Context: an optimization exercise on an open-source flow, tuned for small area. The choices shown serve that exercise and are no tape-out recipe. Function was checked by simulation only, so behaviour that the tests miss may differ from the original. The flow treats the clock pin as an ideal source, which a real chip does not have.

==> flow/design.v (excerpt) <==
module i2c_reg_target #(
  parameter logic [6:0] CHIP_ADDR = 7'h39,
  parameter int         REG_DEPTH = 256,
  parameter bit         SCCB_MODE = 1'b0
) (
  input  logic       clk,
  input  logic       reset,
  input  logic       scl,
  input  logic       sda_i,
  output logic       sda_oe,
  output logic       wr_valid,
  output logic [7:0] wr_addr,
  output logic [7:0] wr_data,
  output logic       busy
);
  localparam logic [3:0] S_IDLE     = 4'd0;
  localparam logic [3:0] S_DEV_ADDR = 4'd1;
  localparam logic [3:0] S_DEV_ACK  = 4'd2;
  localparam logic [3:0] S_SUB_ADDR = 4'd3;
  localparam logic [3:0] S_SUB_ACK  = 4'd4;
  localparam logic [3:0] S_WR_DATA  = 4'd5;
  localparam logic [3:0] S_WR_ACK   = 4'd6;
  localparam logic [3:0] S_RD_DATA  = 4'd7;
  localparam logic [3:0] S_RD_ACK   = 4'd8;
  logic       scl_s1, scl_s2, scl_d;
  logic       sda_s1, sda_s2, sda_d;
  logic       scl_rise, scl_fall, start_seen, stop_seen;
  logic [3:0] state;
  logic [3:0] bit_cnt;
  logic [7:0] shreg;
  logic [7:0] byte_in;
  logic [7:0] rd_buf;
  logic [7:0] ptr;
  logic       rw;
  logic       sda_oe_q;
  logic       mem_we;
  logic [4:0] ph;         
  logic       clearing;   
  logic       wsel;       
  logic [7:0] ptr_inc;
  logic [7:0] tgt;        
  logic [7:0] head [16];  
  always_ff @(posedge clk) begin
    if (reset) begin
      scl_s1 <= 1'b1;
      scl_s2 <= 1'b1;
      scl_d  <= 1'b1;
      sda_s1 <= 1'b1;
      sda_s2 <= 1'b1;
      sda_d  <= 1'b1;
    end else begin
      scl_s1 <= scl;
      scl_s2 <= scl_s1;
      scl_d  <= scl_s2;
      sda_s1 <= sda_i;
      sda_s2 <= sda_s1;
      sda_d  <= sda_s2;
    end
  end
  assign scl_rise   =  scl_s2 & ~scl_d;
  assign scl_fall   = ~scl_s2 &  scl_d;
  assign start_seen =  scl_s2 &  scl_d & sda_d & ~sda_s2;
  assign stop_seen  =  scl_s2 &  scl_d & ~sda_d & sda_s2;
  assign byte_in = {shreg[6:0], sda_s2};
  assign mem_we  = scl_rise && (state == S_WR_DATA) && (bit_cnt == 4'd7);
  assign sda_oe = sda_oe_q & ~reset;
  always_ff @(posedge clk) begin
    if (reset) begin
      state    <= S_IDLE;
      bit_cnt  <= 4'd0;
      shreg    <= 8'h00;
      ptr      <= 8'h00;
      rw       <= 1'b0;
      sda_oe_q <= 1'b0;
      busy     <= 1'b0;
  ...
Size in the first run: roughly 2700 cells after synthesis, about 2100 flip-flops, about 23 I/O pins.
Settings: LEC_CHECK=0, CAP_MARGIN=20, CORE_MARGIN=2, CORE_UTILIZATION=79, SLEW_MARGIN=20; clock period 10.0 ns.
standard.sh (not shown) runs the stock make flow with config.mk's settings and CLKGATE_MAP_FILE= SYNTH_SCRIPT=/design/flow/synth_recipe.tcl, a recipe that flattens the netlist after the stock synthesis.
==> flow/flow/run.sh <==
#!/bin/bash
set -euo pipefail
cd "$(dirname "$0")/.."
WD=$PWD
rm -rf "$WD/orfs_scripts"
cp -r "$FLOW_HOME/scripts" "$WD/orfs_scripts"
cp "$WD/flow/abc_area_map.script" "$WD/orfs_scripts/abc_speed.script"
# The port buffers the standard flow inserts are plain buf_1 cells.
export BUFFER_PORTS_ARGS="-buffer_cell sky130_fd_sc_hd__buf_1"
STD=(bash standard.sh SCRIPTS_DIR="$WD/orfs_scripts")
RES="$WD/orfs/results/sky130hd/i2c_reg_target/base"

"${STD[@]}" place > standard_place.log 2>&1

B8=sky130_fd_sc_hd__clkbuf_8
B16=sky130_fd_sc_hd__clkbuf_16
BASE="-sink_clustering_enable -repair_clock_nets -dont_use_dummy_load -root_buf $B16"
CANDS=(
  "$BASE -buf_list $B8 -sink_clustering_size 24 -sink_clustering_max_diameter 60"
  "$BASE -buf_list $B8 -sink_clustering_size 20 -sink_clustering_max_diameter 40"
  "$BASE -buf_list $B8 -sink_clustering_size 20 -sink_clustering_max_diameter 40 -distance_between_buffers 60"
  "$BASE -buf_list $B8 -sink_clustering_size 18 -sink_clustering_max_diameter 40 -distance_between_buffers 60"
  "$BASE -buf_list $B8 -sink_clustering_size 16 -sink_clustering_max_diameter 35"
  "$BASE -buf_list $B16 -sink_clustering_buffer $B8 -sink_clustering_size 16 -sink_clustering_max_diameter 35 -distance_between_buffers 60"
  "$BASE -buf_list $B8 -sink_clustering_size 14 -sink_clustering_max_diameter 30"
  "$BASE -buf_list $B16 -sink_clustering_size 32 -sink_clustering_max_diameter 50"
  "$BASE -buf_list {$B8 $B16} -sink_clustering_size 20 -sink_clustering_max_diameter 40"
)
mkdir -p cts_try
for i in "${!CANDS[@]}"; do
  CTS_TRY_DIR="$RES" CTS_TRY_ARGS="${CANDS[$i]}" \
    openroad -no_init -exit flow/cts_est.tcl > "cts_try/try_$i.log" 2>&1 &
  if (( (i + 1) % 4 == 0 )); then wait; fi
done
wait
# Order the candidates: those whose estimated slew is within the margin by
# area, then the rest by slew. Each is tried in turn until the final layout's
# clock-pin slew is under the limit with a little margin.
: > cts_try/table
for i in "${!CANDS[@]}"; do
  r=$(sed -n 's/^RESULT //p' "cts_try/try_$i.log" | tail -1)
  [[ -z "$r" ]] && continue
  a=${r% *}; s=${r#* }
  echo "candidate $i: area +$a um2, est clock-pin slew $s ns: ${CANDS[$i]}" >> cts_try/summary.log
  if awk -v s="$s" 'BEGIN{exit !(s <= 0.118)}'; then k=0; else k=1; fi
  if [[ $k == 0 ]]; then echo "$k $a $s $i"; else echo "$k $s $a $i"; fi >> cts_try/table
done
ORDER=$(sort -k1,1n -k2,2g cts_try/table | awk '{print $4}')

n=0; ok=0
for i in $ORDER; do
  n=$((n + 1))
  if (( n > 3 )); then break; fi
  if (( n > 1 )); then
    mkdir -p "attempt$((n - 1))_logs" && cp -r "$WD/orfs/logs" "attempt$((n - 1))_logs/"
    "${STD[@]}" clean_finish clean_route clean_cts > "standard_clean$n.log" 2>&1
  fi
  echo "attempt $n: candidate $i" >> cts_try/summary.log
  export CTS_ARGS="${CANDS[$i]}"
  "${STD[@]}" finish > "standard_finish$n.log" 2>&1
  m=$(FINAL_DIR="$RES" openroad -no_init -exit flow/clk_slew.tcl 2>&1 | tee "clk_slew$n.log" | sed -n 's/^MAXSLEW //p' | tail -1 || true)
  echo "attempt $n: final clock-pin slew ${m:-?} ns" >> cts_try/summary.log
  if awk -v s="${m:-1}" 'BEGIN{exit !(s <= 0.126)}'; then ok=1; break; fi
done
if (( ok == 0 )); then
  echo "falling back to ORFS's default CTS" >> cts_try/summary.log
  mkdir -p attempt_last_logs && cp -r "$WD/orfs/logs" attempt_last_logs/
  unset CTS_ARGS
  "${STD[@]}" clean_finish clean_route clean_cts > standard_clean_last.log 2>&1
  "${STD[@]}" finish > standard_finish_last.log 2>&1
fi
Other scripts of this flow, unchanged in this note and not shown: flow/flow/abc_area_map.script, flow/flow/clk_slew.tcl, flow/flow/cts_est.tcl
Rerun with:
--- a/flow/flow/run.sh
+++ b/flow/flow/run.sh
@@ -17,12 +17,11 @@
 BASE="-sink_clustering_enable -repair_clock_nets -dont_use_dummy_load -root_buf $B16"
 CANDS=(
-  "$BASE -buf_list $B8 -sink_clustering_size 24 -sink_clustering_max_diameter 60"
-  "$BASE -buf_list $B8 -sink_clustering_size 20 -sink_clustering_max_diameter 40"
-  "$BASE -buf_list $B8 -sink_clustering_size 20 -sink_clustering_max_diameter 40 -distance_between_buffers 60"
-  "$BASE -buf_list $B8 -sink_clustering_size 18 -sink_clustering_max_diameter 40 -distance_between_buffers 60"
+  "$BASE -buf_list $B8 -sink_clustering_size 16 -sink_clustering_max_diameter 50"
+  "$BASE -buf_list $B8 -sink_clustering_size 16 -sink_clustering_max_diameter 45"
+  "$BASE -buf_list $B8 -sink_clustering_size 16 -sink_clustering_max_diameter 40"
   "$BASE -buf_list $B8 -sink_clustering_size 16 -sink_clustering_max_diameter 35"
   "$BASE -buf_list $B16 -sink_clustering_buffer $B8 -sink_clustering_size 16 -sink_clustering_max_diameter 35 -distance_between_buffers 60"
+  "$BASE -buf_list $B8 -sink_clustering_size 14 -sink_clustering_max_diameter 50"
   "$BASE -buf_list $B8 -sink_clustering_size 14 -sink_clustering_max_diameter 30"
-  "$BASE -buf_list $B16 -sink_clustering_size 32 -sink_clustering_max_diameter 50"
   "$BASE -buf_list {$B8 $B16} -sink_clustering_size 20 -sink_clustering_max_diameter 40"
 )
Settings changed: CORE_UTILIZATION 79 to 72.
After rerunning: Worst hold slack gains 0.0057 ns; global-route usage went down by 11 points; setup slack gains 1.4 ns; design area hardly moves; fmax went up by 26%.
Rerun with:
--- a/flow/flow/run.sh
+++ b/flow/flow/run.sh
@@ -17,11 +17,12 @@
 BASE="-sink_clustering_enable -repair_clock_nets -dont_use_dummy_load -root_buf $B16"
 CANDS=(
-  "$BASE -buf_list $B8 -sink_clustering_size 16 -sink_clustering_max_diameter 50"
-  "$BASE -buf_list $B8 -sink_clustering_size 16 -sink_clustering_max_diameter 45"
-  "$BASE -buf_list $B8 -sink_clustering_size 16 -sink_clustering_max_diameter 40"
+  "$BASE -buf_list $B8 -sink_clustering_size 24 -sink_clustering_max_diameter 60"
+  "$BASE -buf_list $B8 -sink_clustering_size 20 -sink_clustering_max_diameter 40"
+  "$BASE -buf_list $B8 -sink_clustering_size 20 -sink_clustering_max_diameter 40 -distance_between_buffers 60"
+  "$BASE -buf_list $B8 -sink_clustering_size 18 -sink_clustering_max_diameter 40 -distance_between_buffers 60"
   "$BASE -buf_list $B8 -sink_clustering_size 16 -sink_clustering_max_diameter 35"
   "$BASE -buf_list $B16 -sink_clustering_buffer $B8 -sink_clustering_size 16 -sink_clustering_max_diameter 35 -distance_between_buffers 60"
-  "$BASE -buf_list $B8 -sink_clustering_size 14 -sink_clustering_max_diameter 50"
   "$BASE -buf_list $B8 -sink_clustering_size 14 -sink_clustering_max_diameter 30"
+  "$BASE -buf_list $B16 -sink_clustering_size 32 -sink_clustering_max_diameter 50"
   "$BASE -buf_list {$B8 $B16} -sink_clustering_size 20 -sink_clustering_max_diameter 40"
 )
Settings changed: CORE_UTILIZATION 72 to 76, GPL_TIMING_DRIVEN set to 0.
The new run completed and failed the layout checks on antenna violations. Register-to-register slack degrades by 1.4 ns. Die area drops by 5.2%. Sequential share of layout area drops by 1.2 points. Hold slack barely changes. Routed wire length climbs by 4.1%. Cell count drops by 0.69%. Area after synthesis stays the same.

-- separate check: timing with driven ports --
How much do the figures lean on ideal ports? The routed layouts below were timed once more, with nothing changed but the port constraints. Step 1 assumes that a clkbuf_16 drives the clock port and a buf_2 every other input. Step 2, shift: input delay + t, output delay - t, t = (earliest + latest rising clock arrival at the registers) / 2. This alone moves slack from input paths to output paths. Three values: ideal, step 1, step 2; two values: the first two.
| run | shift t [ns] | setup slack, ns | slew at the worst register clock pin (ns) | pins driven straight from the clock port |
|---|---|---|---|---|
| the first run | 0.750 | 3.414 / 3.414 / 3.414 | 0.11 / 0.11 | 1 |
| the second run | 0.724 | 4.787 / 4.787 / 4.787 | 0.10 / 0.10 | 1 |
| the third run | 0.742 | 3.370 / 3.370 / 3.370 | 0.09 / 0.09 | 1 |
